What follows belongs to an exercise in optimizing a design on an open flow for a short achievable clock period and few clock cycles; a production flow would make more cautious choices.
In this exercise RTL edits were held to simulation tests only and were not proved equivalent to the original.
Power and IR drop assume default switching activity.

$ cat flow/run.sh
#!/bin/bash
# synth_recipe.tcl (not shown) runs the flow's synth.tcl, then flattens the netlist and writes it again
# the make line also repeats each setting of config.mk as NAME=value (left out here)
make -C /OpenROAD-flow-scripts/flow DESIGN_CONFIG=/design/flow/config.mk WORK_HOME=/design/flow/orfs CLKGATE_MAP_FILE= SYNTH_SCRIPT=/design/flow/synth_recipe.tcl finish
$ cat flow/config.mk
export PLATFORM = sky130hd
export DESIGN_NAME = multistage_graph_shortest_path
export DESIGN_NICKNAME = multistage_graph_shortest_path
export VERILOG_FILES = /design/flow/design.v
export SDC_FILE = /design/flow/constraint.sdc
export NUM_CORES = 4
export LEC_CHECK = 0
export CAP_MARGIN = 30
export CORE_MARGIN = 2
export CORE_UTILIZATION = 40
export PLACE_DENSITY = 0.6
export SLEW_MARGIN = 40
$ cat flow/constraint.sdc
create_clock -name core_clock -period 10.0 [get_ports {clk}]
set_input_delay 2.0000 -clock core_clock [delete_from_list [all_inputs] [get_ports {clk}]]
set_output_delay 2.0000 -clock core_clock [all_outputs]
set_load 0.01 [all_outputs]
$ cat flow/design.v
`default_nettype none
package msgsp_pkg;
  localparam int MAX_STAGES = 16;
  localparam int MAX_NODES  = 16;
  localparam int CW         = 32;    
  localparam int NODE_W     = 4;
  localparam int CNT_W      = 5;
  localparam int PATH_W     = 60;    
  localparam int QD         = 4;     
  localparam int PKT_W      = 1 + 4 + CW + NODE_W + PATH_W;
  localparam logic [1:0] REQ_DECL  = 2'd0;
  localparam logic [1:0] REQ_EDGE  = 2'd1;
  localparam logic [1:0] REQ_SOLVE = 2'd2;
endpackage
`default_nettype wire
`default_nettype none
module msgsp_ctrl (
  input  logic                        clk,
  input  logic                        rst,
  input  logic                        pkt_we,
  input  logic [msgsp_pkg::PKT_W-1:0] pkt,
  input  logic [2:0]                  solves_in_flight,
  output logic                        in_ready,
  output logic                        out_valid,
  input  logic                        out_ready,
  output logic [41:0]                 out_data
);
  localparam int QD = msgsp_pkg::QD;
  localparam int PW = msgsp_pkg::PATH_W;
  localparam int CW = msgsp_pkg::CW;
  logic [QD-1:0][msgsp_pkg::PKT_W-1:0] fifo;
  logic [1:0]                          wp;
  logic [1:0]                          rp;
  logic [2:0]                          fcnt;
  logic          e_valid;
  logic          e_found;
  logic [3:0]    e_nm1;
  logic [3:0]    e_j;
  logic [CW-1:0] e_cost;
  logic [3:0]    e_node;
  logic [PW-1:0] e_path;
  logic          skid_valid;
  logic [41:0]   skid;
  logic          e_last;
  logic [41:0]   p_data;
  logic          push;
  logic          load;
  logic          adv;
  always_comb begin
    e_last = !e_found || (e_j == e_nm1);
    if (e_found) begin
      p_data = {e_j, e_last ? e_node : e_path[3:0], e_last ? e_cost : {CW{1'b0}}, 1'b0, e_last};
    end else begin
      p_data = {40'b0, 1'b1, 1'b1};
    end
    push = e_valid && !skid_valid;
    load = (!e_valid || (push && e_last)) && (fcnt != '0);
    adv  = !out_valid || out_ready;
  end
  always_ff @(posedge clk) begin
    if (rst) begin
      wp         <= '0;
      rp         <= '0;
      fcnt       <= '0;
      e_valid    <= 1'b0;
      skid_valid <= 1'b0;
      out_valid  <= 1'b0;
      in_ready   <= 1'b1;
    end else begin
      if (pkt_we) wp <= wp + 2'd1;
      if (load) rp <= rp + 2'd1;
      fcnt <= fcnt + 3'(pkt_we) - 3'(load);
      if (load) e_valid <= 1'b1;
      else if (push && e_last) e_valid <= 1'b0;
      if (adv) begin
        out_valid  <= skid_valid || push;
        skid_valid <= 1'b0;
      end else if (push) begin
        skid_valid <= 1'b1;
      end
      in_ready <= (4'(solves_in_flight) + 4'(fcnt) + 4'd2) <= 4'(QD);
    end
  end
  always_ff @(posedge clk) begin
    if (pkt_we) fifo[wp] <= pkt;
    if (load) begin
      {e_found, e_nm1, e_cost, e_node, e_path} <= fifo[rp];
      e_j <= '0;
    end else if (push) begin
      e_j    <= e_j + 4'd1;
      e_path <= e_path >> 4;
    end
    if (push) skid <= p_data;
    if (adv) out_data <= skid_valid ? skid : p_data;
  end
endmodule
`default_nettype wire
`default_nettype none
module msgsp_datapath (
  input  logic                        clk,
  input  logic                        rst,
  input  logic                        in_valid,
  input  logic                        in_ready,
  input  logic [30:0]                 in_data,
  output logic                        pkt_we,
  output logic [msgsp_pkg::PKT_W-1:0] pkt,
  output logic [2:0]                  solves_in_flight
);
  localparam int CW = msgsp_pkg::CW;
  localparam int PW = msgsp_pkg::PATH_W;
  localparam int N  = msgsp_pkg::MAX_NODES;
  logic [30:0] q0;
  logic        v0;
  always_ff @(posedge clk) begin
    q0 <= in_data;
    v0 <= !rst && in_valid && in_ready;
  end
  logic [1:0]  d_ty;
  logic [4:0]  d_cnt;
  logic [3:0]  d_f;
  logic [3:0]  d_t;
  logic [15:0] d_ec;
  logic [4:0]  d_n;
  logic        d_decl;
  logic        d_edge;
  logic        d_solve;
  logic        d_stage1;
  logic [4:0]  st_cnt;
  logic [4:0]  prev_size;
  logic [4:0]  cur_size;
  logic          a_decl;
  logic          a_edge;
  logic          a_solve;
  logic          a_first;
  logic          a_fwd;
  logic          a_rd_reached;
  logic [3:0]    a_f;
  logic [3:0]    a_t;
  logic [3:0]    a_slot;
  logic [15:0]   a_ec;
  logic [4:0]    a_cnt;
  logic [CW-1:0] a_rd_cost;
  logic          b_decl;
  logic          b_first;
  logic          b_ev;
  logic          b_solve;
  logic [3:0]    b_f;
  logic [3:0]    b_t;
  logic [N-1:0]  b_tsel;
  logic [CW-1:0] b_cand;
  logic [PW-1:0] b_path;
  logic [4:0]    b_cnt;
  logic [CW-1:0] last_cand;
  logic [N-1:0][CW-1:0] prev_cost;
  logic [N-1:0][CW-1:0] cur_cost;
  logic [N-1:0]         prev_reached;
  logic [N-1:0]         cur_reached;
  logic [N-1:0][3:0]    cur_parent;
  logic [N-1:0][PW-1:0] prev_path;
  logic [N-1:0][PW-1:0] cur_path;
  logic                 best_valid;
  logic [CW-1:0]        best_cost;
  logic [3:0]           best_node;
  logic [N-1:0]         hit;
  logic                 hit_any;
  assign d_ty     = q0[30:29];
  assign d_cnt    = q0[28:24];
  assign d_f      = q0[23:20];
  assign d_t      = q0[19:16];
  assign d_ec     = q0[15:0];
  assign d_n      = d_cnt[4] ? 5'd16 : d_cnt;
  assign d_decl   = v0 && (d_ty == msgsp_pkg::REQ_DECL) && (d_cnt != '0) && !st_cnt[4];
  assign d_edge   = v0 && (d_ty == msgsp_pkg::REQ_EDGE) && (st_cnt >= 5'd2)
                 && ({1'b0, d_f} < prev_size) && ({1'b0, d_t} < cur_size);
  assign d_solve  = v0 && (d_ty == msgsp_pkg::REQ_SOLVE);
  assign d_stage1 = (st_cnt == 5'd2);
  always_ff @(posedge clk) begin
    if (rst) begin
      st_cnt <= '0;
    end else if (d_solve) begin
      st_cnt <= '0;
    end else if (d_decl) begin
      st_cnt <= st_cnt + 5'd1;
    end
    if (d_decl) begin
      prev_size <= cur_size;
      cur_size  <= d_n;
    end
  end
  logic          s1_src_cur;
  logic [CW-1:0] s1_cost;
  logic          s1_reached;
  logic          s1_fwd;
  always_comb begin
    s1_src_cur = a_decl || b_decl;
    s1_cost    = s1_src_cur ? cur_cost[d_f] : prev_cost[d_f];
    s1_reached = s1_src_cur ? cur_reached[d_f] : prev_reached[d_f];
    s1_fwd     = 1'b0;
    if (a_decl) begin
      if (b_decl) begin
        s1_reached = 1'b0;
      end else if (b_ev && (b_t == d_f)) begin
        s1_reached = 1'b1;
        s1_fwd     = hit_any;
      end
    end
    if (d_stage1) begin
      s1_reached = 1'b1;
      s1_cost    = '0;
      s1_fwd     = 1'b0;
    end
  end
  always_ff @(posedge clk) begin
    if (rst) begin
      a_decl  <= 1'b0;
      a_edge  <= 1'b0;
      a_solve <= 1'b0;
    end else begin
      a_decl  <= d_decl;
      a_edge  <= d_edge;
      a_solve <= d_solve;
    end
    a_first      <= (st_cnt == '0);
    a_f          <= d_f;
    a_t          <= d_t;
    a_ec         <= d_ec;
    a_slot       <= 4'(st_cnt - 5'd2);
    a_cnt        <= st_cnt;
    a_rd_cost    <= s1_cost;
    a_rd_reached <= s1_reached;
    a_fwd        <= s1_fwd;
  end
  logic [CW-1:0] s2_base;
  logic [CW:0]   s2_sum;
  logic [CW-1:0] s2_cand;
  logic [PW-1:0] s2_src;
  logic [PW-1:0] s2_path;
  always_comb begin
    s2_base = a_fwd ? last_cand : a_rd_cost;
    s2_sum  = {s2_base[CW-1], s2_base} + {{(CW-15){a_ec[15]}}, a_ec};
    if (s2_sum[CW] != s2_sum[CW-1]) s2_cand = s2_sum[CW] ? {1'b1, {(CW-1){1'b0}}} : {1'b0, {(CW-1){1'b1}}};
    else s2_cand = s2_sum[CW-1:0];
    s2_src = b_decl ? cur_path[a_f] : prev_path[a_f];
    for (int k = 0; k < PW / 4; k++) begin
      s2_path[4*k +: 4] = (a_slot == 4'(k)) ? a_f : s2_src[4*k +: 4];
    end
  end
  always_ff @(posedge clk) begin
    if (rst) begin
      b_decl  <= 1'b0;
      b_ev    <= 1'b0;
      b_solve <= 1'b0;
    end else begin
      b_decl  <= a_decl;
      b_ev    <= a_edge && a_rd_reached;
      b_solve <= a_solve;
    end
    b_first   <= a_first;
    b_f       <= a_f;
    b_t       <= a_t;
    b_tsel    <= N'(1) << a_t;
    b_cand    <= s2_cand;
    b_path    <= s2_path;
    b_cnt     <= a_cnt;
    last_cand <= b_cand;
  end
  logic best_lt;
  always_comb begin
    for (int j = 0; j < N; j++) begin
      hit[j] = b_ev && b_tsel[j]
            && (!cur_reached[j]
                || ({~b_cand[CW-1], b_cand[CW-2:0], b_f}
                    < {~cur_cost[j][CW-1], cur_cost[j][CW-2:0], cur_parent[j]}));
    end
    hit_any = |hit;
    best_lt = {~b_cand[CW-1], b_cand[CW-2:0], b_t} < {~best_cost[CW-1], best_cost[CW-2:0], best_node};
  end
  always_ff @(posedge clk) begin
    for (int j = 0; j < N; j++) begin
      if (b_decl) begin
        prev_cost[j]    <= cur_cost[j];
        prev_reached[j] <= cur_reached[j];
        prev_path[j]    <= cur_path[j];
        cur_reached[j]  <= 1'b0;
      end else if (hit[j]) begin
        cur_cost[j]     <= b_cand;
        cur_parent[j]   <= b_f;
        cur_reached[j]  <= 1'b1;
        cur_path[j]     <= b_path;
      end
    end
    if (b_decl) begin
      best_valid <= b_first;
      best_cost  <= '0;
      best_node  <= '0;
    end else if (b_ev && (!best_valid || best_lt)) begin
      best_valid <= 1'b1;
      best_cost  <= b_cand;
      best_node  <= b_t;
    end
  end
  assign pkt_we = b_solve;
  assign pkt    = {(b_cnt != '0) && best_valid, 4'(b_cnt - 5'd1), best_cost, best_node,
                   cur_path[best_node]};
  assign solves_in_flight = 3'(d_solve) + 3'(a_solve) + 3'(b_solve);
endmodule
`default_nettype wire
`default_nettype none
module multistage_graph_shortest_path (
  input  logic            clk,
  input  logic            rst,
  input  logic            in_valid,
  output logic            in_ready,
  input  logic [30:0]     in_data,
  output logic            out_valid,
  input  logic            out_ready,
  output logic [41:0]     out_data
);
  logic                        pkt_we;
  logic [msgsp_pkg::PKT_W-1:0] pkt;
  logic [2:0]                  solves_in_flight;
  msgsp_datapath u_datapath (
    .clk              (clk),
    .rst              (rst),
    .in_valid         (in_valid),
    .in_ready         (in_ready),
    .in_data          (in_data),
    .pkt_we           (pkt_we),
    .pkt              (pkt),
    .solves_in_flight (solves_in_flight)
  );
  msgsp_ctrl u_ctrl (
    .clk              (clk),
    .rst              (rst),
    .pkt_we           (pkt_we),
    .pkt              (pkt),
    .solves_in_flight (solves_in_flight),
    .in_ready         (in_ready),
    .out_valid        (out_valid),
    .out_ready        (out_ready),
    .out_data         (out_data)
  );
endmodule
`default_nettype wire
==> run_summary.xml, run 1 <==
<?xml version="1.0" encoding="UTF-8"?>
<metrics>
  <group name="worst_hold_path">
    <metric name="min-delay-path-class" unit="">flop to flop</metric>
  </group>
  <group name="global_routing">
    <metric name="grt_remaining_overflow" unit="">0</metric>
    <metric name="grt_first_pass_wirelength" unit="um">655500</metric>
    <metric name="grt_pass1_vias" unit="">96330</metric>
    <metric name="grt.total_usage" unit="%">19.74</metric>
    <metric name="largest_net_degree_at_the_start_of_global_routing" unit="">163</metric>
    <metric name="antenna_violations_before_repair" unit="">14</metric>
  </group>
  <group name="logic_synthesis">
    <metric name="yosysSeqAreaShare" unit="%">66.20</metric>
    <metric name="synth_cell_types" unit="">77</metric>
    <metric name="syn-instance-count" unit="">10020</metric>
    <metric name="synth-edff-count" unit="">3624</metric>
    <metric name="syn_warnings" unit="">2</metric>
    <metric name="dominantRegCellSynth" unit="">sky130_fd_sc_hd__edfxtp_1</metric>
    <metric name="postSynthAreaPerCell" unit="um^2">17.41</metric>
    <metric name="postSynth.asyncResetShare" unit="%">0</metric>
    <metric name="number_of_synthesized_register_bits" unit="">3955</metric>
    <metric name="syn-num-nets" unit="">10710</metric>
    <metric name="post_synthesis_instance_area" unit="um^2">174400</metric>
  </group>
  <group name="worst_setup_path">
    <metric name="cp-end-kind" unit="">flop</metric>
    <metric name="worstSetupPathType" unit="">flop to flop</metric>
    <metric name="cp_cell_sequence" unit="">buf_4, ha_1, a211oi_1, nor2_1, nor3_1, o21ai_0, a21oi_1, o21a_1, nor2b_4, buf_4, buf_6, buf_4</metric>
    <metric name="critical_path_peak_fanout" unit="">35</metric>
    <metric name="worst_setup_path_start_kind" unit="">flop</metric>
    <metric name="arrival" unit="ns">5.90</metric>
    <metric name="path_common_cell" unit="">sky130_fd_sc_hd__buf_4</metric>
    <metric name="worst_ep_required_time" unit="ns">10.59</metric>
    <metric name="reg2reg_setup_slack" unit="ns">4.69</metric>
    <metric name="timing.critical_path.slowest_stage_cell" unit="">sky130_fd_sc_hd__buf_4</metric>
    <metric name="timing.critical_path.slowest_cell_delay" unit="ns">0.67</metric>
  </group>
  <group name="sta">
    <metric name="slew-limit-headroom" unit="%">37.89</metric>
    <metric name="number_of_hold_slack_violations_in_the_final_timing_report" unit="">0</metric>
    <metric name="grt_setup_unrepaired" unit="">false</metric>
    <metric name="fin_worst_skew" unit="ns">0.09243</metric>
    <metric name="setup-violations-final" unit="">0</metric>
    <metric name="setup_total_negative_slack" unit="ns">0</metric>
    <metric name="maxClockFrequency" unit="MHz">188.5</metric>
    <metric name="worst_hold_slack" unit="ns">0.3218</metric>
    <metric name="min_period_over_period" unit="%">53.06</metric>
    <metric name="final.min_clock_period" unit="ns">5.306</metric>
    <metric name="max_slew_violation_count" unit="">0</metric>
    <metric name="worst_slew_pin_slew" unit="ns">0.9316</metric>
  </group>
  <group name="place">
    <metric name="dpl.cell_count" unit="">15590</metric>
    <metric name="numPortBuffers" unit="">78</metric>
    <metric name="placedInstanceArea" unit="um^2">183400</metric>
    <metric name="dpl.hpwl" unit="um">267900</metric>
    <metric name="place.gp.congestion" unit="">0.8470</metric>
  </group>
  <group name="finish">
    <metric name="final_design_area_no_fill" unit="um^2">196900</metric>
    <metric name="filler_cell_count" unit="">36870</metric>
    <metric name="sequential_cell_area" unit="um^2">115500</metric>
    <metric name="multiInputGateArea" unit="um^2">53640</metric>
    <metric name="finalNetCount" unit="">10960</metric>
    <metric name="share_of_post_route_cells_with_drive_strength_above_1" unit="%">22.47</metric>
    <metric name="layout.core_utilization" unit="%">45.34</metric>
    <metric name="area.growth.synth_to_final" unit="%">12.89</metric>
    <metric name="final-instance-count-excl-fill" unit="">16360</metric>
  </group>
  <group name="floorplanning">
    <metric name="initial_cell_density_of_the_core" unit="%">40.16</metric>
    <metric name="num_io_pins" unit="">79</metric>
    <metric name="design.die.area" unit="um^2">441300</metric>
    <metric name="number_of_cell_rows" unit="">242</metric>
    <metric name="die_w" unit="um">664.3</metric>
    <metric name="core_area" unit="um^2">434200</metric>
    <metric name="die_h" unit="um">664.3</metric>
  </group>
  <group name="power_and_ir_drop">
    <metric name="p_per_area" unit="nW/um^2">206.4</metric>
    <metric name="ir_drop" unit="uV">153.7</metric>
    <metric name="power_leakage" unit="nW">67.23</metric>
  </group>
  <group name="clock_network">
    <metric name="cts.reportedPaths.clkPinSlew" unit="ns">0.06</metric>
    <metric name="clock_insertion_delay_worst_skew" unit="ns">1.01</metric>
    <metric name="cts.repair_timing.setup_buffer_count" unit="">0</metric>
    <metric name="post_cts_resize_count" unit="">0</metric>
    <metric name="ctsRootBufferMaster" unit="">sky130_fd_sc_hd__clkbuf_16</metric>
    <metric name="cts_num_sinks" unit="">3955</metric>
    <metric name="clockBufferDepth" unit="">4</metric>
    <metric name="clock_buffer_count_from_cts" unit="">407</metric>
    <metric name="postCtsHoldBufs" unit="">0</metric>
    <metric name="htree_num_levels" unit="">5</metric>
    <metric name="tritoncts" unit="">built</metric>
  </group>
  <group name="run_status">
    <metric name="status" unit="">timing/DRC/antenna clean</metric>
  </group>
  <group name="detailed_routing">
    <metric name="vias_per_cell" unit="">5.779</metric>
    <metric name="detailroute.via_count" unit="">94520</metric>
    <metric name="drt_pre_antenna_iters" unit="">5</metric>
    <metric name="detail_route.wl_per_cell" unit="um">27.17</metric>
    <metric name="count_of_antenna_violating_nets_left_after_detailed_routing" unit="">0</metric>
    <metric name="drc" unit="">0</metric>
    <metric name="total_wirelength" unit="um">444400</metric>
    <metric name="detailedRoute.firstIterationViolations" unit="">10900</metric>
  </group>
  <group name="flow_run">
    <metric name="cap_viol_max_count" unit="">0</metric>
  </group>
</metrics>
## layout make-up
cell class                 count  share of cell area, %
clock inverter               220                  1.051
inverter                    1034                  1.975
timing repair buffer         306                  1.706
clock buffer                 540                  5.696
sequential                  3955                  58.68
multi-input combinational   4567                  27.25
antenna                        1               0.001271
tap                         5734                  3.644
## metrics by stage
| stage | power, W | setup WS [ns] |
|---|---|---|
| final | 0.04063 | 4.694 |
| after global routing | 0.04220 | 4.522 |
| after CTS | 0.04094 | 4.676 |
| after detailed placement | 0.02579 | 4.668 |
| after global placement | 0.02565 | 3.793 |
| after floorplan | 0.02349 | -2.228 |
## per-layer routing
layer / vias up / global-route usage [%] / part of all wire [%]
li1: 40170 / - / -
met1: 50380 / 28.42 / 43
met2: 3411 / 32.11 / 48
met3: 556 / 2.471 / 6.3
met4: 0 / 4.676 / 2.3
met5: - / 0 / 0
## kinds of logic (layout without fill, tap and decap cells)
family,after synthesis,count (layout),share of synthesized area [%]
DFF,3955,3955,66.20
muxes,1546,1546,18.51
buffers and inverters,1497,2100,3.259
AOI/OAI and AO/OA,1194,1194,4.004
and+or+nand+nor,1113,1113,2.998
adders and majority gates,661,661,4.755
xor gates and xnor gates,53,53,0.2705
other,0,1,0
## synthesized netlist by cell type (16+ instances only)
cell / number / area [um^2]
sky130_fd_sc_hd__nand2_1: 466 / 1749
sky130_fd_sc_hd__a21oi_1: 277 / 1386
sky130_fd_sc_hd__nor2b_1: 34 / 212.7
sky130_fd_sc_hd__mux2_2: 124 / 1396
sky130_fd_sc_hd__buf_2: 39 / 195.2
sky130_fd_sc_hd__xnor2_1: 29 / 254.0
sky130_fd_sc_hd__mux2i_1: 91 / 910.9
sky130_fd_sc_hd__nand3_1: 46 / 230.2
sky130_fd_sc_hd__nand2b_1: 105 / 656.9
sky130_fd_sc_hd__a21o_1: 110 / 825.8
sky130_fd_sc_hd__nor3_1: 45 / 225.2
sky130_fd_sc_hd__nand4_1: 89 / 556.8
sky130_fd_sc_hd__nor2_1: 205 / 769.5
sky130_fd_sc_hd__and3_1: 18 / 112.6
sky130_fd_sc_hd__o21ai_0: 480 / 2402
sky130_fd_sc_hd__dfxtp_1: 331 / 6626
sky130_fd_sc_hd__xor2_1: 23 / 201.4
sky130_fd_sc_hd__a211oi_1: 20 / 150.1
sky130_fd_sc_hd__o21a_1: 16 / 120.1
sky130_fd_sc_hd__and2_1: 44 / 275.3
sky130_fd_sc_hd__mux4_2: 1331 / 29980
sky130_fd_sc_hd__edfxtp_1: 3624 / 108800
sky130_fd_sc_hd__inv_1: 1033 / 3877
sky130_fd_sc_hd__nor4_1: 23 / 143.9
sky130_fd_sc_hd__o22ai_1: 161 / 1007
sky130_fd_sc_hd__buf_1: 99 / 371.6
sky130_fd_sc_hd__clkbuf_1: 321 / 1205
sky130_fd_sc_hd__ha_1: 653 / 8170
## report_power, final
part	internal, W	total (W)	switching, W
clock	0.00868	0.0152	0.00648
combinational	0.00233	0.00596	0.00363
sequential	0.0191	0.0195	0.000411
## flip-flops by register name, summed over array words and instances, names as in the netlist, 16 cells and up
name	count
u_datapath.last_cand	32
u_datapath.prev_cost	512
u_datapath.prev_path	960
u_datapath.cur_reached	16
u_ctrl.fifo	404
u_datapath.best_cost	32
u_datapath.b_path	60
u_ctrl.out_data	42
u_datapath.a_rd_cost	32
u_datapath.b_cand	32
u_datapath.cur_cost	512
u_datapath.b_tsel	16
u_datapath.q0	31
u_datapath.cur_path	960
u_datapath.cur_parent	64
u_ctrl.e_cost	32
u_datapath.a_ec	16
u_datapath.prev_reached	16
u_ctrl.skid	42
u_ctrl.e_path	60
## layout by cell type, fill, tap and decap left out, types with 47 or more instances in the layout
| cell type | instances |
|---|---|
| sky130_fd_sc_hd__a21oi_1 | 276 |
| sky130_fd_sc_hd__nor2_1 | 192 |
| sky130_fd_sc_hd__ha_1 | 649 |
| sky130_fd_sc_hd__edfxtp_1 | 3624 |
| sky130_fd_sc_hd__nand2_1 | 464 |
| sky130_fd_sc_hd__o22ai_1 | 161 |
| sky130_fd_sc_hd__mux2_2 | 124 |
| sky130_fd_sc_hd__nand2b_1 | 104 |
| sky130_fd_sc_hd__nand4_1 | 89 |
| sky130_fd_sc_hd__buf_6 | 47 |
| sky130_fd_sc_hd__clkbuf_16 | 415 |
| sky130_fd_sc_hd__clkinv_2 | 80 |
| sky130_fd_sc_hd__clkdlybuf4s50_1 | 78 |
| sky130_fd_sc_hd__clkinv_1 | 70 |
| sky130_fd_sc_hd__mux2i_1 | 91 |
| sky130_fd_sc_hd__dfxtp_1 | 303 |
| sky130_fd_sc_hd__inv_1 | 1032 |
| sky130_fd_sc_hd__buf_4 | 131 |
| sky130_fd_sc_hd__o21ai_0 | 478 |
| sky130_fd_sc_hd__mux4_2 | 1331 |
| sky130_fd_sc_hd__clkbuf_1 | 89 |
| sky130_fd_sc_hd__a21o_1 | 110 |
## critical path: cells and delay by family (launching register included)
family / cells / cell delay, ns
adders and majority gates: 1 / 0.35
AOI/OAI and AO/OA: 4 / 1.23
buffers and inverters: 4 / 2.25
and+or+nand+nor: 3 / 0.72
DFF: 1 / 0.32
## path summary, 6_finish.rpt
check	startpoint	endpoint	cells after the start
setup reg to reg	u_datapath.b_cand[1]	u_datapath.cur_path[795]	12
setup / recovery	u_datapath.b_cand[1]	u_datapath.cur_path[795]	12
hold / removal	u_datapath.q0[5]	u_datapath.a_ec[5]	0
hold reg to reg	u_datapath.q0[5]	u_datapath.a_ec[5]	0
Testbench counts, summed over its fixed seeds: cycles 44,062.
==> inputs of run 2 (changes only) <==
--- a/flow/config.mk
+++ b/flow/config.mk
@@ -5,8 +5,10 @@
 export SDC_FILE = /design/flow/constraint.sdc
 export NUM_CORES = 4
 export LEC_CHECK = 0
+export ABC_CLOCK_PERIOD_IN_PS = 3000
 export CAP_MARGIN = 30
 export CORE_MARGIN = 2
 export CORE_UTILIZATION = 40
 export PLACE_DENSITY = 0.6
+export SETUP_SLACK_MARGIN = 5
 export SLEW_MARGIN = 40
==> run 2 against run 1 <==
  * Synthesized cell count stayed put
  * Maximum frequency is 11% higher
  * Via count is 0.10% higher
  * Sequential power hardly changed
  * Critical path type unchanged
==> run_summary.xml, run 2 <==
<?xml version="1.0" encoding="UTF-8"?>
<metrics>
  <group name="run_status">
    <metric name="status" unit="">timing/DRC/antenna clean</metric>
  </group>
  <group name="logic_synthesis">
    <metric name="syn-instance-count" unit="">10020</metric>
    <metric name="yosysSeqAreaShare" unit="%">66.20</metric>
    <metric name="post-synth-top-area-fraction" unit="%">62.40</metric>
    <metric name="dominantRegCellSynth" unit="">sky130_fd_sc_hd__edfxtp_1</metric>
    <metric name="synth.cells.most_frequent" unit="">3624 x sky130_fd_sc_hd__edfxtp_1, 1331 x sky130_fd_sc_hd__mux4_2, 1033 x sky130_fd_sc_hd__inv_1, 653 x sky130_fd_sc_hd__ha_1, 480 x sky130_fd_sc_hd__o21ai_0</metric>
    <metric name="synthMostInstantiatedCell" unit="">sky130_fd_sc_hd__edfxtp_1</metric>
    <metric name="synth.area.top_cells" unit="">sky130_fd_sc_hd__edfxtp_1 62%, sky130_fd_sc_hd__mux4_2 17%, sky130_fd_sc_hd__ha_1 4.7%</metric>
    <metric name="synth_cell_types" unit="">77</metric>
    <metric name="post-synth-top-area-cell" unit="">sky130_fd_sc_hd__edfxtp_1</metric>
    <metric name="post_synthesis_instance_area" unit="um^2">174400</metric>
    <metric name="synth-edff-count" unit="">3624</metric>
    <metric name="postSynthAreaPerCell" unit="um^2">17.41</metric>
    <metric name="syn-num-nets" unit="">10710</metric>
    <metric name="postSynth.asyncResetShare" unit="%">0</metric>
    <metric name="syn_warnings" unit="">2</metric>
    <metric name="number_of_synthesized_register_bits" unit="">3955</metric>
  </group>
  <group name="global_routing">
    <metric name="grt.total_usage" unit="%">19.74</metric>
    <metric name="grt_first_pass_wirelength" unit="um">655500</metric>
    <metric name="grt_pass1_vias" unit="">96380</metric>
    <metric name="antenna_violations_before_repair" unit="">16</metric>
    <metric name="grt_remaining_overflow" unit="">0</metric>
    <metric name="largest_net_degree_at_the_start_of_global_routing" unit="">163</metric>
  </group>
  <group name="sta">
    <metric name="worst_hold_slack" unit="ns">0.3218</metric>
    <metric name="slew-limit-headroom" unit="%">38.35</metric>
    <metric name="final.min_clock_period" unit="ns">4.798</metric>
    <metric name="max_slew_violation_count" unit="">0</metric>
    <metric name="worst_slew_pin_slew" unit="ns">0.9247</metric>
    <metric name="number_of_hold_slack_violations_in_the_final_timing_report" unit="">0</metric>
    <metric name="min_period_over_period" unit="%">47.98</metric>
    <metric name="setup-violations-final" unit="">0</metric>
    <metric name="fin_worst_skew" unit="ns">0.09181</metric>
    <metric name="fin_ws" unit="ns">5.202</metric>
    <metric name="maxClockFrequency" unit="MHz">208.4</metric>
    <metric name="grt_setup_unrepaired" unit="">false</metric>
  </group>
  <group name="worst_setup_path">
    <metric name="path_common_cell" unit="">sky130_fd_sc_hd__buf_4</metric>
    <metric name="arrival" unit="ns">5.38</metric>
    <metric name="crit_family" unit="">buffers and inverters</metric>
    <metric name="worstSetupPathType" unit="">flop to flop</metric>
    <metric name="worst_setup_path_start_kind" unit="">flop</metric>
    <metric name="critical_path_peak_fanout" unit="">68</metric>
    <metric name="worst_ep_required_time" unit="ns">10.58</metric>
    <metric name="cp_cell_sequence" unit="">buf_4, ha_1, o21a_1, a21oi_1, nor4_1, o31ai_2, a31oi_1, o32a_1, nor2_4, buf_12, buf_4</metric>
    <metric name="timing.critical_path.slowest_cell_delay" unit="ns">0.80</metric>
    <metric name="timing.critical_path.slowest_stage_cell" unit="">sky130_fd_sc_hd__buf_4</metric>
    <metric name="cp.buffers_inverters" unit="">3</metric>
    <metric name="cp-end-kind" unit="">flop</metric>
  </group>
  <group name="finish">
    <metric name="final_common_cell" unit="">sky130_fd_sc_hd__edfxtp_1</metric>
    <metric name="layout.core_utilization" unit="%">45.37</metric>
    <metric name="final-instance-count-excl-fill" unit="">16360</metric>
    <metric name="share_of_post_route_cells_with_drive_strength_above_1" unit="%">22.53</metric>
    <metric name="most-common-layout-cells" unit="">3624 x sky130_fd_sc_hd__edfxtp_1, 1331 x sky130_fd_sc_hd__mux4_2, 1032 x sky130_fd_sc_hd__inv_1</metric>
    <metric name="finalNetCount" unit="">10970</metric>
    <metric name="layout_top_registers" unit="">u_datapath.cur_path (960), u_datapath.prev_path (960)</metric>
    <metric name="area.growth.synth_to_final" unit="%">12.95</metric>
  </group>
  <group name="detailed_routing">
    <metric name="total_wirelength" unit="um">445100</metric>
    <metric name="drt_pre_antenna_iters" unit="">5</metric>
    <metric name="drc" unit="">0</metric>
    <metric name="count_of_antenna_violating_nets_left_after_detailed_routing" unit="">0</metric>
    <metric name="detailroute.via_count" unit="">94620</metric>
    <metric name="detail_route.wl_per_cell" unit="um">27.21</metric>
    <metric name="detailedRoute.firstIterationViolations" unit="">10880</metric>
    <metric name="vias_per_cell" unit="">5.783</metric>
  </group>
  <group name="floorplanning">
    <metric name="die_w" unit="um">664.3</metric>
    <metric name="core_area" unit="um^2">434200</metric>
    <metric name="die_h" unit="um">664.3</metric>
    <metric name="initial_cell_density_of_the_core" unit="%">40.16</metric>
    <metric name="num_io_pins" unit="">79</metric>
    <metric name="number_of_cell_rows" unit="">242</metric>
    <metric name="design.die.area" unit="um^2">441300</metric>
  </group>
  <group name="place">
    <metric name="dpl.cell_count" unit="">15590</metric>
    <metric name="dpl.hpwl" unit="um">267900</metric>
    <metric name="place.gp.congestion" unit="">0.8470</metric>
    <metric name="dp_slack" unit="ns">4.668</metric>
    <metric name="numPortBuffers" unit="">78</metric>
  </group>
  <group name="power_and_ir_drop">
    <metric name="switching_power" unit="W">0.01052</metric>
    <metric name="share_comb_of_total_power" unit="%">14.7</metric>
    <metric name="power.total" unit="W">0.04064</metric>
    <metric name="clk_pwr_share" unit="%">37.3</metric>
    <metric name="swShare" unit="%">25.89</metric>
    <metric name="power_leakage" unit="nW">67.27</metric>
    <metric name="ir_drop" unit="uV">153.7</metric>
    <metric name="cellInternalPower" unit="W">0.03012</metric>
    <metric name="sequential_group_share_of_total_power" unit="%">48.0</metric>
    <metric name="p_per_area" unit="nW/um^2">206.3</metric>
  </group>
  <group name="clock_network">
    <metric name="ctsRootBufferMaster" unit="">sky130_fd_sc_hd__clkbuf_16</metric>
    <metric name="clockBufferDepth" unit="">4</metric>
    <metric name="clock_buffer_count_from_cts" unit="">407</metric>
    <metric name="clock_insertion_delay_worst_skew" unit="ns">1.00</metric>
    <metric name="cts_num_sinks" unit="">3955</metric>
    <metric name="tritoncts" unit="">built</metric>
    <metric name="cts.reportedPaths.clkPinSlew" unit="ns">0.06</metric>
    <metric name="postCtsHoldBufs" unit="">0</metric>
    <metric name="htree_num_levels" unit="">5</metric>
  </group>
  <group name="worst_hold_path">
    <metric name="min-delay-path-class" unit="">flop to flop</metric>
  </group>
  <group name="flow_run">
    <metric name="cap_viol_max_count" unit="">0</metric>
  </group>
</metrics>
-- run 2: changes by cell type in the layout (fill, tap and decap cells not counted), sizes merged --
cell	change
nor2	+1
diode	+1
buf	+2
-- run 2: timing repair --
| action | CTS | global route |
|---|---|---|
| gates cloned | 0 | 1 |
| setup buffers | 1 | 1 |
| setup endpoints to repair | 116 | 214 |
| gates resized for setup | 8 | 11 |
| hold endpoints to repair | 0 | 0 |
| pin swaps | 1 | 2 |
-- run 2: layout make-up --
cell class              instances  area (um^2)
fillers                     36870       237200
flip-flops and latches       3955       115500
multi-input cells            4568        53680
clock buffers                 540        11210
well taps                    5734         7174
inverters                    1034         3889
repair buffers                308         3427
clock inverters               220         2068
diodes                          2        5.005
-- run 2: layer usage --
| metal | GRT usage, % | part of all wire, % |
|---|---|---|
| met1 | 28.41 | 43 |
| met3 | 2.497 | 6.7 |
| met5 | 0 | 0.0029 |
| met2 | 32.13 | 48 |
| met4 | 4.635 | 2.2 |
-- run 2: through the flow --
| stage | cell area [um^2] | setup TNS [ns] |
|---|---|---|
| floorplan | 174700 | -5087.93 |
| global placement | 182600 | 0 |
| detailed placement | 183400 | 0 |
| CTS | 196700 | 0 |
| global route | 197000 | 0 |
| finish | 197000 | 0 |
-- run 2: cell families after synthesis --
| group | Yosys count | synth area share, % |
|---|---|---|
| flip-flops | 3955 | 66.20 |
| multiplexers | 1546 | 18.51 |
| buffers and inverters | 1497 | 3.259 |
| AO/OA/AOI/OAI | 1194 | 4.004 |
| AND/OR/NAND/NOR | 1113 | 2.998 |
| adder cells (fa/ha/maj) | 661 | 4.755 |
| XOR/XNOR | 53 | 0.2705 |
-- run 2: final timing paths --
check,startpoint,endpoint,slack (ns),cells after the start
setup / recovery,u_datapath.b_cand[2],u_datapath.cur_path[503],5.20,11
hold / removal,u_datapath.q0[5],u_datapath.a_ec[5],0.32,0
setup reg to reg,u_datapath.b_cand[2],u_datapath.cur_path[503],5.20,11
hold reg to reg,u_datapath.q0[5],u_datapath.a_ec[5],0.32,0
-- run 2: power groups by stage --
stage | registers (W) | clock network [W] | logic [W]
final | 0.0195 | 0.0151 | 0.00598
after global routing | 0.0196 | 0.0161 | 0.00656
after CTS | 0.0195 | 0.0155 | 0.00596
after detailed placement | 0.0199 | 0 | 0.00591
after global placement | 0.0198 | 0 | 0.00580
after floorplan | 0.0201 | 0 | 0.00337
==> inputs of run 3 (changes only) <==
--- a/flow/design.v
+++ b/flow/design.v
@@ -2,7 +2,8 @@
 package msgsp_pkg;
   localparam int MAX_STAGES = 16;
   localparam int MAX_NODES  = 16;
-  localparam int CW         = 32;    
+  localparam int CW         = 20;    
+  localparam int TOTAL_W    = 32;
   localparam int NODE_W     = 4;
   localparam int CNT_W      = 5;
   localparam int PATH_W     = 60;    
@@ -49,7 +50,9 @@
   always_comb begin
     e_last = !e_found || (e_j == e_nm1);
     if (e_found) begin
-      p_data = {e_j, e_last ? e_node : e_path[3:0], e_last ? e_cost : {CW{1'b0}}, 1'b0, e_last};
+      p_data = {e_j, e_last ? e_node : e_path[3:0],
+                e_last ? {{(msgsp_pkg::TOTAL_W-CW){e_cost[CW-1]}}, e_cost} : {msgsp_pkg::TOTAL_W{1'b0}},
+                1'b0, e_last};
     end else begin
       p_data = {40'b0, 1'b1, 1'b1};
     end
@@ -231,15 +234,12 @@
     a_fwd        <= s1_fwd;
   end
   logic [CW-1:0] s2_base;
-  logic [CW:0]   s2_sum;
   logic [CW-1:0] s2_cand;
   logic [PW-1:0] s2_src;
   logic [PW-1:0] s2_path;
   always_comb begin
     s2_base = a_fwd ? last_cand : a_rd_cost;
-    s2_sum  = {s2_base[CW-1], s2_base} + {{(CW-15){a_ec[15]}}, a_ec};
-    if (s2_sum[CW] != s2_sum[CW-1]) s2_cand = s2_sum[CW] ? {1'b1, {(CW-1){1'b0}}} : {1'b0, {(CW-1){1'b1}}};
-    else s2_cand = s2_sum[CW-1:0];
+    s2_cand = s2_base + {{(CW-16){a_ec[15]}}, a_ec};
     s2_src = b_decl ? cur_path[a_f] : prev_path[a_f];
     for (int k = 0; k < PW / 4; k++) begin
       s2_path[4*k +: 4] = (a_slot == 4'(k)) ? a_f : s2_src[4*k +: 4];
==> flow/flow/run.sh (new file) <==
#!/bin/bash
# The standard layout, with timing repair aimed at a 3.5 ns period (6.5 ns of
# setup margin on the 10 ns clock) so that the achieved period shrinks.
set -euo pipefail
bash standard.sh SETUP_SLACK_MARGIN=6.5 finish > standard_flow.log 2>&1
==> flow/standard.sh (new file) <==
#!/bin/bash
# synth_recipe.tcl (not shown) runs the flow's synth.tcl, then flattens the netlist and writes it again
# the make line also repeats each setting of config.mk as NAME=value (left out here)
make -C /OpenROAD-flow-scripts/flow DESIGN_CONFIG=/design/flow/config.mk WORK_HOME=/design/flow/orfs CLKGATE_MAP_FILE= SYNTH_SCRIPT=/design/flow/synth_recipe.tcl "${@:-finish}"
--- a/flow/config.mk
+++ b/flow/config.mk
@@ -10,5 +10,4 @@
 export CORE_MARGIN = 2
 export CORE_UTILIZATION = 40
 export PLACE_DENSITY = 0.6
-export SETUP_SLACK_MARGIN = 5
 export SLEW_MARGIN = 40
removed: flow/run.sh
==> run 3 against run 2 <==
  * Now fails the layout checks on antenna rules
  * Cell count fell by 15%
  * Via count fell by 14%
  * Clock power fell by 9%
  * Flip-flop and latch count fell by 516
  * Worst setup slack improved by 1.1 ns
==> run_summary.xml, run 3 <==
<?xml version="1.0" encoding="UTF-8"?>
<metrics>
  <group name="floorplanning">
    <metric name="core_area" unit="um^2">372200</metric>
    <metric name="num_io_pins" unit="">79</metric>
    <metric name="die_w" unit="um">615.5</metric>
    <metric name="number_of_cell_rows" unit="">224</metric>
    <metric name="die_h" unit="um">615.5</metric>
    <metric name="design.die.area" unit="um^2">378800</metric>
    <metric name="initial_cell_density_of_the_core" unit="%">40.18</metric>
  </group>
  <group name="logic_synthesis">
    <metric name="synthMostInstantiatedCell" unit="">sky130_fd_sc_hd__edfxtp_1</metric>
    <metric name="post_synthesis_instance_area" unit="um^2">149500</metric>
    <metric name="synth.cells.most_frequent" unit="">3156 x sky130_fd_sc_hd__edfxtp_1, 1199 x sky130_fd_sc_hd__mux4_2, 779 x sky130_fd_sc_hd__inv_1, 449 x sky130_fd_sc_hd__nand2_1, 436 x sky130_fd_sc_hd__ha_1</metric>
    <metric name="postSynth.asyncResetShare" unit="%">0</metric>
    <metric name="synth-edff-count" unit="">3156</metric>
    <metric name="number_of_synthesized_register_bits" unit="">3439</metric>
    <metric name="synth_cell_types" unit="">71</metric>
    <metric name="syn-num-nets" unit="">8830</metric>
    <metric name="postSynthAreaPerCell" unit="um^2">17.90</metric>
    <metric name="synth.area.top_cells" unit="">sky130_fd_sc_hd__edfxtp_1 63%, sky130_fd_sc_hd__mux4_2 18%, sky130_fd_sc_hd__dfxtp_1 3.8%</metric>
    <metric name="syn-instance-count" unit="">8355</metric>
    <metric name="post-synth-top-area-fraction" unit="%">63.37</metric>
    <metric name="syn_warnings" unit="">2</metric>
    <metric name="yosysSeqAreaShare" unit="%">67.16</metric>
    <metric name="post-synth-top-area-cell" unit="">sky130_fd_sc_hd__edfxtp_1</metric>
    <metric name="dominantRegCellSynth" unit="">sky130_fd_sc_hd__edfxtp_1</metric>
  </group>
  <group name="sta">
    <metric name="fin_ws" unit="ns">6.292</metric>
    <metric name="number_of_hold_slack_violations_in_the_final_timing_report" unit="">0</metric>
    <metric name="setup-violations-final" unit="">0</metric>
    <metric name="final.min_clock_period" unit="ns">3.708</metric>
    <metric name="grt_setup_unrepaired" unit="">true</metric>
    <metric name="min_period_over_period" unit="%">37.08</metric>
    <metric name="fin_worst_skew" unit="ns">0.06564</metric>
    <metric name="max_slew_violation_count" unit="">0</metric>
    <metric name="slew-limit-headroom" unit="%">37.26</metric>
    <metric name="worst_hold_slack" unit="ns">0.3261</metric>
    <metric name="worst_slew_pin_slew" unit="ns">0.9340</metric>
    <metric name="maxClockFrequency" unit="MHz">269.7</metric>
  </group>
  <group name="worst_setup_path">
    <metric name="worst_ep_required_time" unit="ns">8.00</metric>
    <metric name="reg2reg_setup_slack" unit="ns">6.44</metric>
    <metric name="cp-end-kind" unit="">output pin</metric>
    <metric name="worst_setup_path_start_kind" unit="">flop</metric>
    <metric name="timing.critical_path.slowest_stage_cell" unit="">sky130_fd_sc_hd__edfxtp_1</metric>
    <metric name="timing.critical_path.slowest_cell_delay" unit="ns">0.45</metric>
    <metric name="arrival" unit="ns">1.71</metric>
    <metric name="timing.rr.start" unit="">u_datapath.b_cand[11]</metric>
    <metric name="crit_path_start" unit="">u_ctrl.out_data[33]</metric>
    <metric name="critical_path_peak_fanout" unit="">6</metric>
    <metric name="worstSetupPathType" unit="">flop to output pin</metric>
    <metric name="cp_cell_sequence" unit="">clkbuf_16, buf_6</metric>
  </group>
  <group name="detailed_routing">
    <metric name="vias_per_cell" unit="">5.843</metric>
    <metric name="detailedRoute.firstIterationViolations" unit="">9500</metric>
    <metric name="drc" unit="">0</metric>
    <metric name="total_wirelength" unit="um">403600</metric>
    <metric name="drt_pre_antenna_iters" unit="">6</metric>
    <metric name="detail_route.wl_per_cell" unit="um">28.91</metric>
    <metric name="count_of_antenna_violating_nets_left_after_detailed_routing" unit="">1</metric>
    <metric name="detailroute.via_count" unit="">81570</metric>
  </group>
  <group name="power_and_ir_drop">
    <metric name="ir_drop" unit="uV">148.8</metric>
    <metric name="power.total" unit="W">0.03799</metric>
    <metric name="power_leakage" unit="nW">58.63</metric>
    <metric name="p_per_area" unit="nW/um^2">221.1</metric>
  </group>
  <group name="clock_network">
    <metric name="tritoncts" unit="">built</metric>
    <metric name="clock_insertion_delay_worst_skew" unit="ns">0.97</metric>
    <metric name="clockBufferDepth" unit="">4</metric>
    <metric name="htree_num_levels" unit="">5</metric>
    <metric name="postCtsHoldBufs" unit="">0</metric>
    <metric name="ctsRootBufferMaster" unit="">sky130_fd_sc_hd__clkbuf_16</metric>
    <metric name="cts.reportedPaths.clkPinSlew" unit="ns">0.06</metric>
    <metric name="clock_buffer_count_from_cts" unit="">366</metric>
    <metric name="cts_num_sinks" unit="">3439</metric>
  </group>
  <group name="global_routing">
    <metric name="grt_first_pass_wirelength" unit="um">578300</metric>
    <metric name="grt_remaining_overflow" unit="">0</metric>
    <metric name="antenna_violations_before_repair" unit="">16</metric>
    <metric name="layer_with_the_highest_usage_after_global_routing" unit="">met2</metric>
    <metric name="largest_net_degree_at_the_start_of_global_routing" unit="">167</metric>
    <metric name="groute.layer.met2.usage" unit="%">33.28</metric>
    <metric name="grt.total_usage" unit="%">20.70</metric>
    <metric name="grtUsageMet1" unit="%">29.19</metric>
    <metric name="grt_pass1_vias" unit="">82370</metric>
    <metric name="grtUsageMet3" unit="%">2.918</metric>
  </group>
  <group name="finish">
    <metric name="final_design_area_no_fill" unit="um^2">171800</metric>
    <metric name="final_common_cell" unit="">sky130_fd_sc_hd__edfxtp_1</metric>
    <metric name="most-common-layout-cells" unit="">3156 x sky130_fd_sc_hd__edfxtp_1, 1199 x sky130_fd_sc_hd__mux4_2, 777 x sky130_fd_sc_hd__inv_1</metric>
    <metric name="share_of_post_route_cells_with_drive_strength_above_1" unit="%">25.59</metric>
    <metric name="filler_cell_count" unit="">31460</metric>
    <metric name="layout_top_registers" unit="">u_datapath.cur_path (960), u_datapath.prev_path (960), u_ctrl.fifo (356)</metric>
    <metric name="area.growth.synth_to_final" unit="%">14.89</metric>
    <metric name="finalNetCount" unit="">9139</metric>
  </group>
  <group name="run_status">
    <metric name="violatedChecks" unit="">antenna rules</metric>
    <metric name="status" unit="">finished with violations</metric>
  </group>
  <group name="place">
    <metric name="place.gp.congestion" unit="">0.8380</metric>
    <metric name="dpl.hpwl" unit="um">224100</metric>
    <metric name="numPortBuffers" unit="">78</metric>
    <metric name="placedInstanceArea" unit="um^2">157000</metric>
    <metric name="dp_slack" unit="ns">5.210</metric>
  </group>
  <group name="flow_run">
    <metric name="cap_viol_max_count" unit="">0</metric>
  </group>
  <group name="worst_hold_path">
    <metric name="timing.hold.worst.start" unit="">u_datapath.q0[9]</metric>
    <metric name="min-delay-path-class" unit="">flop to flop</metric>
  </group>
</metrics>
==> run 3: cell types whose count changed in the layout (fill, tap and decap cells not counted), sizes merged, moves of 45 or more <==
cell / previous run / this run
a21oi: 279 / 161
nand4: 89 / 43
inv: 1053 / 801
o22ai: 161 / 111
mux4: 1331 / 1199
buf: 227 / 306
nor2: 207 / 152
clkbuf: 543 / 498
nand2b: 105 / 40
dfxtp: 331 / 283
o21ai: 489 / 430
mux2i: 91 / 44
edfxtp: 3624 / 3156
ha: 653 / 436
==> run 3: metrics by stage <==
stage | TNS, ns | util, % | cells
after floorplan | -2221.48 | - | 8355
after global placement | 0 | 41.99 | 13130
after detailed placement | 0 | 42.19 | 13150
after CTS | 0 | 45.95 | 13920
after global routing | 0 | 46.16 | 13950
final | 0 | 46.16 | 13960
==> run 3: critical path, delay by kind of cell, from the launching register on <==
kind	cells	cell delay (ns)
buffers and inverters	2	0.32
flip-flops	1	0.45
==> run 3: timing repair <==
action	in CTS	in global routing
gates resized for setup	345	48
cloned	29	12
buffers inserted	57	12
pin swaps	16	10
endpoints found under the setup margin	1686	865
==> run 3: path summary, 6_finish.rpt <==
path | cells past startpoint | endpoint
setup / recovery | 2 | out_data[27]
setup reg to reg | 9 | u_datapath.cur_path[945]
hold reg to reg | 0 | u_datapath.a_ec[9]
hold / removal | 0 | u_datapath.a_ec[9]
==> run 3: where the power goes <==
part	switching [W]	total (W)	internal, W
Combinational	0.00418	0.00722	0.00304
Sequential	0.000465	0.0170	0.0166
Clock	0.00579	0.0137	0.00794
==> run 3: logic make-up (layout without fill, tap and decap cells) <==
logic type / count (synthesis) / count (layout) / synth area share [%]
other cells: 0 / 8 / 0
fa+ha+maj: 440 / 440 / 3.701
compound gates: 938 / 938 / 3.663
flops: 3439 / 3439 / 67.16
mux: 1342 / 1342 / 19.10
xor+xnor: 37 / 37 / 0.2167
buf+inv: 1221 / 1838 / 3.277
simple gates: 938 / 945 / 2.886
==> run 3: layout make-up <==
type	count	area, um^2	share of cell area [%]
Timing Repair Buffer	371	5226	3.042
Tap cell	4972	6221	3.621
Clock inverter	200	2138	1.245
Clock buffer	483	9998	5.819
Antenna cell	8	20.02	0.01165
Sequential cell	3439	100500	58.50
Inverter	784	2963	1.724
Multi-Input combinational cell	3702	44740	26.04
==> run 3: per-layer routing <==
metal / vias to the layer above / routed length [um]
li1: 34050 / -
met1: 43200 / 166500
met2: 3676 / 191300
met3: 638 / 31400
met4: 2 / 14390
met5: - / 13
Testbench counts of run 3, summed over its fixed seeds: cycles 44,062.
==> inputs of run 4 (changes only) <==
--- a/flow/design.v
+++ b/flow/design.v
@@ -94,7 +94,10 @@
       e_path <= e_path >> 4;
     end
     if (push) skid <= p_data;
-    if (adv) out_data <= skid_valid ? skid : p_data;
+  end
+  always_ff @(posedge clk) begin
+    if (rst) out_data <= '0;
+    else if (adv) out_data <= skid_valid ? skid : p_data;
   end
 endmodule
 `default_nettype wire
==> flow/flow/run.sh (replaced) <==
#!/bin/bash
# The standard layout, with timing repair aimed at a 3 ns period (7 ns of
# setup margin on the 10 ns clock) so that the achieved period shrinks.
set -euo pipefail
bash standard.sh SETUP_SLACK_MARGIN=7 finish > standard_flow.log 2>&1
==> run 4 against run 3 <==
  * The run now finishes clean
  * Synthesized area down 0.23%
  * Clock skew up 0.040 ns
  * Critical path type is now flop to flop
  * Die area down 0.23%
  * Clock-buffer cell count up 24
  * First-iteration DRC count up 24%
  * Cell count up 4.5%
  * Clock power about the same
  * Synthesized cell count up 0.65%
  * Largest cell class unchanged
==> run_summary.xml, run 4 <==
<?xml version="1.0" encoding="UTF-8"?>
<metrics>
  <group name="run_status">
    <metric name="status" unit="">timing/DRC/antenna clean</metric>
  </group>
  <group name="place">
    <metric name="numPortBuffers" unit="">78</metric>
    <metric name="place.gp.congestion" unit="">0.8503</metric>
    <metric name="dpl.hpwl" unit="um">226700</metric>
  </group>
  <group name="logic_synthesis">
    <metric name="synth_cell_types" unit="">78</metric>
    <metric name="postSynthAreaPerCell" unit="um^2">17.74</metric>
    <metric name="syn-instance-count" unit="">8409</metric>
    <metric name="synth.cells.most_frequent" unit="">3126 x sky130_fd_sc_hd__edfxtp_1, 1199 x sky130_fd_sc_hd__mux4_2, 801 x sky130_fd_sc_hd__inv_1, 500 x sky130_fd_sc_hd__nand2_1, 474 x sky130_fd_sc_hd__o21ai_0</metric>
    <metric name="syn_warnings" unit="">2</metric>
    <metric name="dominantRegCellSynth" unit="">sky130_fd_sc_hd__edfxtp_1</metric>
    <metric name="post-synth-top-area-cell" unit="">sky130_fd_sc_hd__edfxtp_1</metric>
    <metric name="number_of_synthesized_register_bits" unit="">3439</metric>
    <metric name="synthMostInstantiatedCell" unit="">sky130_fd_sc_hd__edfxtp_1</metric>
    <metric name="post-synth-top-area-fraction" unit="%">62.91</metric>
    <metric name="synth-edff-count" unit="">3126</metric>
    <metric name="syn-num-nets" unit="">8884</metric>
    <metric name="yosysSeqAreaShare" unit="%">67.11</metric>
    <metric name="synth.area.top_cells" unit="">sky130_fd_sc_hd__edfxtp_1 63%, sky130_fd_sc_hd__mux4_2 18%, sky130_fd_sc_hd__dfxtp_1 4.2%</metric>
    <metric name="post_synthesis_instance_area" unit="um^2">149200</metric>
    <metric name="postSynth.asyncResetShare" unit="%">0</metric>
  </group>
  <group name="power_and_ir_drop">
    <metric name="switching_power" unit="W">0.009105</metric>
    <metric name="sequential_group_share_of_total_power" unit="%">46.9</metric>
    <metric name="cellInternalPower" unit="W">0.02679</metric>
    <metric name="clk_pwr_share" unit="%">37.8</metric>
    <metric name="power_leakage" unit="nW">62.98</metric>
    <metric name="ir_drop" unit="uV">292.4</metric>
    <metric name="swShare" unit="%">25.37</metric>
    <metric name="share_comb_of_total_power" unit="%">15.3</metric>
    <metric name="p_per_area" unit="nW/um^2">195.0</metric>
  </group>
  <group name="floorplanning">
    <metric name="num_io_pins" unit="">79</metric>
    <metric name="core_area" unit="um^2">371900</metric>
    <metric name="die_w" unit="um">614.7</metric>
    <metric name="design.die.area" unit="um^2">377900</metric>
    <metric name="die_h" unit="um">614.7</metric>
    <metric name="initial_cell_density_of_the_core" unit="%">40.12</metric>
    <metric name="number_of_cell_rows" unit="">224</metric>
  </group>
  <group name="detailed_routing">
    <metric name="drc" unit="">0</metric>
    <metric name="detail_route.wl_per_cell" unit="um">32.20</metric>
    <metric name="detailroute.via_count" unit="">87120</metric>
    <metric name="vias_per_cell" unit="">5.972</metric>
    <metric name="detailedRoute.firstIterationViolations" unit="">11740</metric>
    <metric name="total_wirelength" unit="um">469700</metric>
    <metric name="count_of_antenna_violating_nets_left_after_detailed_routing" unit="">0</metric>
    <metric name="drt_pre_antenna_iters" unit="">6</metric>
  </group>
  <group name="sta">
    <metric name="setup_total_negative_slack" unit="ns">0</metric>
    <metric name="number_of_hold_slack_violations_in_the_final_timing_report" unit="">0</metric>
    <metric name="slew-limit-headroom" unit="%">35.22</metric>
    <metric name="worst_slew_pin_slew" unit="ns">0.9717</metric>
    <metric name="grt_setup_unrepaired" unit="">true</metric>
    <metric name="maxClockFrequency" unit="MHz">277.1</metric>
    <metric name="fin_worst_skew" unit="ns">0.1054</metric>
    <metric name="setup-violations-final" unit="">0</metric>
    <metric name="min_period_over_period" unit="%">36.09</metric>
    <metric name="final.min_clock_period" unit="ns">3.609</metric>
    <metric name="max_slew_violation_count" unit="">0</metric>
  </group>
  <group name="worst_hold_path">
    <metric name="min-delay-path-class" unit="">flop to flop</metric>
  </group>
  <group name="clock_network">
    <metric name="htree_num_levels" unit="">5</metric>
    <metric name="clockBufferDepth" unit="">4</metric>
    <metric name="ctsRootBufferMaster" unit="">sky130_fd_sc_hd__clkbuf_16</metric>
    <metric name="tritoncts" unit="">built</metric>
    <metric name="cts_num_sinks" unit="">3439</metric>
    <metric name="clock_buffer_count_from_cts" unit="">362</metric>
    <metric name="clock_insertion_delay_worst_skew" unit="ns">0.97</metric>
    <metric name="cts.reportedPaths.clkPinSlew" unit="ns">0.06</metric>
  </group>
  <group name="global_routing">
    <metric name="largest_net_degree_at_the_start_of_global_routing" unit="">158</metric>
    <metric name="antenna_violations_before_repair" unit="">13</metric>
    <metric name="grt_remaining_overflow" unit="">0</metric>
    <metric name="grt_pass1_vias" unit="">85340</metric>
    <metric name="grt_first_pass_wirelength" unit="um">649200</metric>
    <metric name="grt.total_usage" unit="%">23.84</metric>
  </group>
  <group name="worst_setup_path">
    <metric name="worst_ep_required_time" unit="ns">10.64</metric>
    <metric name="arrival" unit="ns">4.24</metric>
    <metric name="worst_setup_path_start_kind" unit="">flop</metric>
    <metric name="cp-end-kind" unit="">flop</metric>
    <metric name="critical_path_peak_fanout" unit="">7</metric>
    <metric name="worstSetupPathType" unit="">flop to flop</metric>
  </group>
  <group name="finish">
    <metric name="layout.core_utilization" unit="%">49.50</metric>
    <metric name="filler_cell_count" unit="">29790</metric>
    <metric name="layout_top_registers" unit="">u_datapath.cur_path (960), u_datapath.prev_path (960), u_ctrl.fifo (356)</metric>
    <metric name="final_common_cell" unit="">sky130_fd_sc_hd__edfxtp_1</metric>
    <metric name="most-common-layout-cells" unit="">3126 x sky130_fd_sc_hd__edfxtp_1, 1199 x sky130_fd_sc_hd__mux4_2, 795 x sky130_fd_sc_hd__inv_1</metric>
    <metric name="area.growth.synth_to_final" unit="%">23.39</metric>
    <metric name="finalNetCount" unit="">9776</metric>
    <metric name="share_of_post_route_cells_with_drive_strength_above_1" unit="%">32.01</metric>
  </group>
  <group name="flow_run">
    <metric name="cap_viol_max_count" unit="">0</metric>
  </group>
</metrics>
==> run 4: cell type report <==
type	instances	area (um^2)	area share (%)
Multi-Input combinational cell	3744	46450	25.23
Tap cell	4972	6221	3.379
Clock inverter	166	1669	0.9066
Sequential cell	3439	100300	54.49
Timing Repair Buffer	949	16240	8.819
Clock buffer	507	10160	5.517
Antenna cell	5	12.51	0.006796
Inverter	805	3040	1.651
==> run 4: worst paths after layout <==
| path | start | end | slack, ns | depth (start not counted) |
|---|---|---|---|---|
| min | u_datapath.q0[4] | u_datapath.a_ec[4] | 0.30 | 0 |
| max | u_datapath.b_cand[9] | u_datapath.cur_path[605] | 6.39 | 17 |
| max reg2reg | u_datapath.b_cand[9] | u_datapath.cur_path[605] | 6.39 | 17 |
| min reg2reg | u_datapath.q0[4] | u_datapath.a_ec[4] | 0.30 | 0 |
==> run 4: power groups by stage <==
stage / clock [W] / sequential (W) / combinational, W
3_3_place_gp: 0 / 0.0171 / 0.00370
3_5_place_dp: 0 / 0.0171 / 0.00379
5_1_grt: 0.0143 / 0.0169 / 0.00580
2_1_floorplan: 0 / 0.0171 / 0.00231
4_1_cts: 0.0137 / 0.0168 / 0.00520
6_report: 0.0136 / 0.0168 / 0.00550
==> run 4: cell families (layout without fill, tap and decap cells) <==
logic type	after synthesis	in the layout	synth area share [%]
AND/OR/NAND/NOR	984	986	2.963
buffers and inverters	1228	2427	3.265
adder cells (fa/ha/maj)	440	440	3.710
other	0	5	0
XOR/XNOR	36	36	0.2113
flip-flops	3439	3439	67.11
AO/OA/AOI/OAI	936	936	3.591
multiplexers	1346	1346	19.15
==> run 4: critical path, stage by stage, from the launching register on <==
cell and delay [ns]:
sky130_fd_sc_hd__dfxtp_4 0.36, sky130_fd_sc_hd__buf_12 0.13, sky130_fd_sc_hd__buf_16 0.13, sky130_fd_sc_hd__buf_4 0.13
sky130_fd_sc_hd__buf_6 0.10, sky130_fd_sc_hd__buf_8 0.11, sky130_fd_sc_hd__ha_4 0.20, sky130_fd_sc_hd__a21o_1 0.16
sky130_fd_sc_hd__a21o_1 0.18, sky130_fd_sc_hd__a21oi_4 0.26, sky130_fd_sc_hd__o21ai_2 0.12, sky130_fd_sc_hd__a2111o_1 0.42
sky130_fd_sc_hd__a21oi_2 0.19, sky130_fd_sc_hd__nor2b_4 0.19, sky130_fd_sc_hd__buf_12 0.18, sky130_fd_sc_hd__buf_12 0.12
sky130_fd_sc_hd__buf_16 0.18, sky130_fd_sc_hd__buf_12 0.14
==> run 4: timing repair <==
action / in CTS / in global routing
buffers inserted: 378 / 106
gates resized for setup: 1046 / 216
cloned: 167 / 38
setup endpoints to repair: 2325 / 1574
pin swaps: 97 / 102
hold buffers: 0 / 0
==> run 4: metal layers <==
metal	wire [um]	vias up	track usage (%)	part of all wire, %
met5	37	-	0	0.0079
li1	-	35280	-	-
met1	182200	46080	32.46	39
met3	43620	844	4.315	9.3
met4	23210	6	10.07	4.9
met2	220600	4902	37.80	47
==> run 4: per-stage QoR <==
stage	setup WS (ns)	instance area, um^2	total power [W]	cells	hold slack (ns)
6_report	6.392	184100	0.03589	14590	0.2996
5_1_grt	6.344	184100	0.03694	14580	0.3037
4_1_cts	6.377	180900	0.03574	14430	0.2928
3_5_place_dp	4.747	156900	0.02090	13220	0.3121
3_3_place_gp	4.539	156100	0.02082	13190	0.3112
2_1_floorplan	-1.583	149500	0.01942	8409	0.3096
Testbench counts of run 4, summed over its fixed seeds: cycles 44,062.
==> inputs of run 5 (changes only) <==
--- a/flow/config.mk
+++ b/flow/config.mk
@@ -8,6 +8,6 @@
 export ABC_CLOCK_PERIOD_IN_PS = 3000
 export CAP_MARGIN = 30
 export CORE_MARGIN = 2
-export CORE_UTILIZATION = 40
-export PLACE_DENSITY = 0.6
+export CORE_UTILIZATION = 60
+export PLACE_DENSITY = 0.72
 export SLEW_MARGIN = 40
==> run 5 against run 4 <==
  * Still clean on timing, DRC and antenna
  * Total power decreased by 2.2%
  * Flip-flop and latch count is the same
  * Via count rose by 3.0%
  * Routed wire length decreased by 2.1%
  * Die area shrank 33%
  * Combinational power down 5.5%
  * Synthesized area unchanged
  * Sequential share of layout area rose by 1.3 points
  * Critical endpoint is now out_data[30]
  * Largest power group unchanged
==> run_summary.xml, run 5 <==
<?xml version="1.0" encoding="UTF-8"?>
<metrics>
  <group name="logic_synthesis">
    <metric name="postSynth.asyncResetShare" unit="%">0</metric>
    <metric name="yosysSeqAreaShare" unit="%">67.11</metric>
    <metric name="synth_top_family_by_area" unit="">multiplexers</metric>
    <metric name="synth.area.top_cells" unit="">sky130_fd_sc_hd__edfxtp_1 63%, sky130_fd_sc_hd__mux4_2 18%, sky130_fd_sc_hd__dfxtp_1 4.2%</metric>
    <metric name="post-synth-top-area-fraction" unit="%">62.91</metric>
    <metric name="syn_warnings" unit="">2</metric>
    <metric name="synth.cells.most_frequent" unit="">3126 x sky130_fd_sc_hd__edfxtp_1, 1199 x sky130_fd_sc_hd__mux4_2, 801 x sky130_fd_sc_hd__inv_1, 500 x sky130_fd_sc_hd__nand2_1, 474 x sky130_fd_sc_hd__o21ai_0</metric>
    <metric name="synthMostInstantiatedCell" unit="">sky130_fd_sc_hd__edfxtp_1</metric>
    <metric name="postSynthAreaPerCell" unit="um^2">17.74</metric>
    <metric name="synth-compound-area-share" unit="%">3.591</metric>
    <metric name="synth_simple_gate_area_share" unit="%">2.963</metric>
    <metric name="synth_cell_types" unit="">78</metric>
    <metric name="synth.area.mux_share" unit="%">19.15</metric>
    <metric name="post_synth_fa_ha_maj_area_fraction" unit="%">3.710</metric>
  </group>
  <group name="sta">
    <metric name="setup-violations-final" unit="">0</metric>
    <metric name="final.min_clock_period" unit="ns">3.591</metric>
    <metric name="worst_slew_pin_slew" unit="ns">0.9472</metric>
    <metric name="max_slew_violation_count" unit="">0</metric>
    <metric name="min_period_over_period" unit="%">35.91</metric>
  </group>
  <group name="clock_network">
    <metric name="ctsRootBufferMaster" unit="">sky130_fd_sc_hd__clkbuf_16</metric>
    <metric name="clock_insertion_delay_worst_skew" unit="ns">1.01</metric>
    <metric name="cts.reportedPaths.clkPinSlew" unit="ns">0.06</metric>
    <metric name="postCtsHoldBufs" unit="">0</metric>
  </group>
  <group name="global_routing">
    <metric name="grt.total_usage" unit="%">34.47</metric>
    <metric name="antenna_violations_before_repair" unit="">23</metric>
    <metric name="grt_remaining_overflow" unit="">0</metric>
    <metric name="largest_net_degree_at_the_start_of_global_routing" unit="">110</metric>
    <metric name="grt_pass1_vias" unit="">86310</metric>
  </group>
  <group name="place">
    <metric name="dpl.cell_count" unit="">11560</metric>
    <metric name="dpl.hpwl" unit="um">209400</metric>
    <metric name="place.gp.congestion" unit="">0.8804</metric>
  </group>
  <group name="finish">
    <metric name="final_design_area_no_fill" unit="um^2">179900</metric>
    <metric name="area.growth.synth_to_final" unit="%">20.60</metric>
    <metric name="sequential_cell_area" unit="um^2">100300</metric>
    <metric name="finalNetCount" unit="">9677</metric>
    <metric name="layout_top_registers" unit="">u_datapath.cur_path (960), u_datapath.prev_path (960), u_ctrl.fifo (356)</metric>
  </group>
  <group name="worst_hold_path">
    <metric name="min-delay-path-class" unit="">flop to flop</metric>
  </group>
  <group name="floorplanning">
    <metric name="die_h" unit="um">502.7</metric>
    <metric name="initial_cell_density_of_the_core" unit="%">60.17</metric>
    <metric name="die_w" unit="um">502.7</metric>
  </group>
  <group name="worst_setup_path">
    <metric name="worstSetupPathType" unit="">flop to output pin</metric>
    <metric name="worst_ep_required_time" unit="ns">8.00</metric>
    <metric name="arrival" unit="ns">1.59</metric>
  </group>
  <group name="detailed_routing">
    <metric name="vias_per_cell" unit="">6.989</metric>
    <metric name="total_wirelength" unit="um">459700</metric>
    <metric name="count_of_antenna_violating_nets_left_after_detailed_routing" unit="">0</metric>
  </group>
  <group name="flow_run">
    <metric name="cap_viol_max_count" unit="">0</metric>
  </group>
  <group name="power_and_ir_drop">
    <metric name="power.total" unit="W">0.03512</metric>
  </group>
  <group name="run_status">
    <metric name="status" unit="">timing/DRC/antenna clean</metric>
  </group>
</metrics>
==> run 5: changes by cell type in the layout (fill, tap and decap cells not counted), sizes merged <==
cell / before / now
buf: 838 / 708
bufbuf: 39 / 45
bufinv: 28 / 18
clkbuf: 546 / 564
clkinv: 110 / 120
clkinvlp: 14 / 13
diode: 5 / 11
inv: 819 / 811
nor2b: 36 / 34
==> run 5: routing by layer <==
metal	GRT usage (%)	vias to the layer above	routed length, um	share of wire, %
met5	0	-	111	0.024
met4	15.85	16	25580	5.6
met3	9.418	1238	65110	14
met2	51.52	7261	208900	45
met1	47.91	46160	159900	35
li1	-	35020	-	-
==> run 5: cell type report <==
type	instances	area share [%]
multi-input combinational	3742	25.79
inverter	805	1.704
tap	3330	2.315
clock buffer	501	5.602
antenna	11	0.01530
timing repair buffer	849	8.145
clock inverter	156	0.6759
timing repair inverter	1	0.004867
sequential	3439	55.75
==> run 5: path summary, 6_finish.rpt <==
check                                           start                  endpoint  slack [ns]  cells after the start
worst max register to register  u_datapath.b_cand[12]  u_datapath.cur_path[351]        6.49                     15
worst min-delay path                u_datapath.q0[14]       u_datapath.a_ec[14]        0.32                      0
worst max-delay path              u_ctrl.out_data[33]              out_data[30]        6.41                      2
worst min register to register      u_datapath.q0[14]       u_datapath.a_ec[14]        0.32                      0
==> run 5: cells by family (layout without fill, tap and decap cells) <==
logic type | count (synthesis) | count (layout)
DFF | 3439 | 3439
muxes | 1346 | 1346
buffers and inverters | 1228 | 2312
and+or+nand+nor | 984 | 984
AOI/OAI and AO/OA | 936 | 936
adders and majority gates | 440 | 440
xor gates and xnor gates | 36 | 36
other | 0 | 11
==> run 5: worst reg2reg max path, delay by kind of cell (launching register included) <==
kind | cells | cell delay, ns
adder cells (fa/ha/maj) | 1 | 0.21
flip-flops | 1 | 0.35
AO/OA/AOI/OAI | 3 | 0.89
buffers and inverters | 8 | 1.13
AND/OR/NAND/NOR | 3 | 0.63
==> run 5: repair_timing <==
| action | CTS | global route |
|---|---|---|
| setup buffers | 291 | 102 |
| pin swaps | 107 | 78 |
| cloned | 137 | 73 |
| gates resized for setup | 971 | 272 |
| endpoints found under the setup margin | 2398 | 1581 |
==> run 5: report_power, final <==
| group | internal [W] | switching [W] |
|---|---|---|
| combinational | 0.00241 | 0.00279 |
| clock | 0.00747 | 0.00561 |
| sequential | 0.0164 | 0.000431 |
==> run 5: through the flow <==
stage / setup TNS [ns] / utilization [%] / setup slack [ns]
CTS: 0 / 70.95 / 6.358
detailed placement: 0 / 62.31 / 4.455
floorplan: -2152.76 / - / -1.583
global placement: 0 / 62.10 / 4.345
global route: 0 / 72.56 / 6.381
finish: 0 / 72.57 / 6.409

Setup slack of run 5, layout unchanged: 6.409 ns with ideal ports, 6.316 ns with driving cells assumed (clock clkbuf_16, inputs buf_2), 6.224 ns with port delays also shifted by the 1.066 ns mid clock arrival.
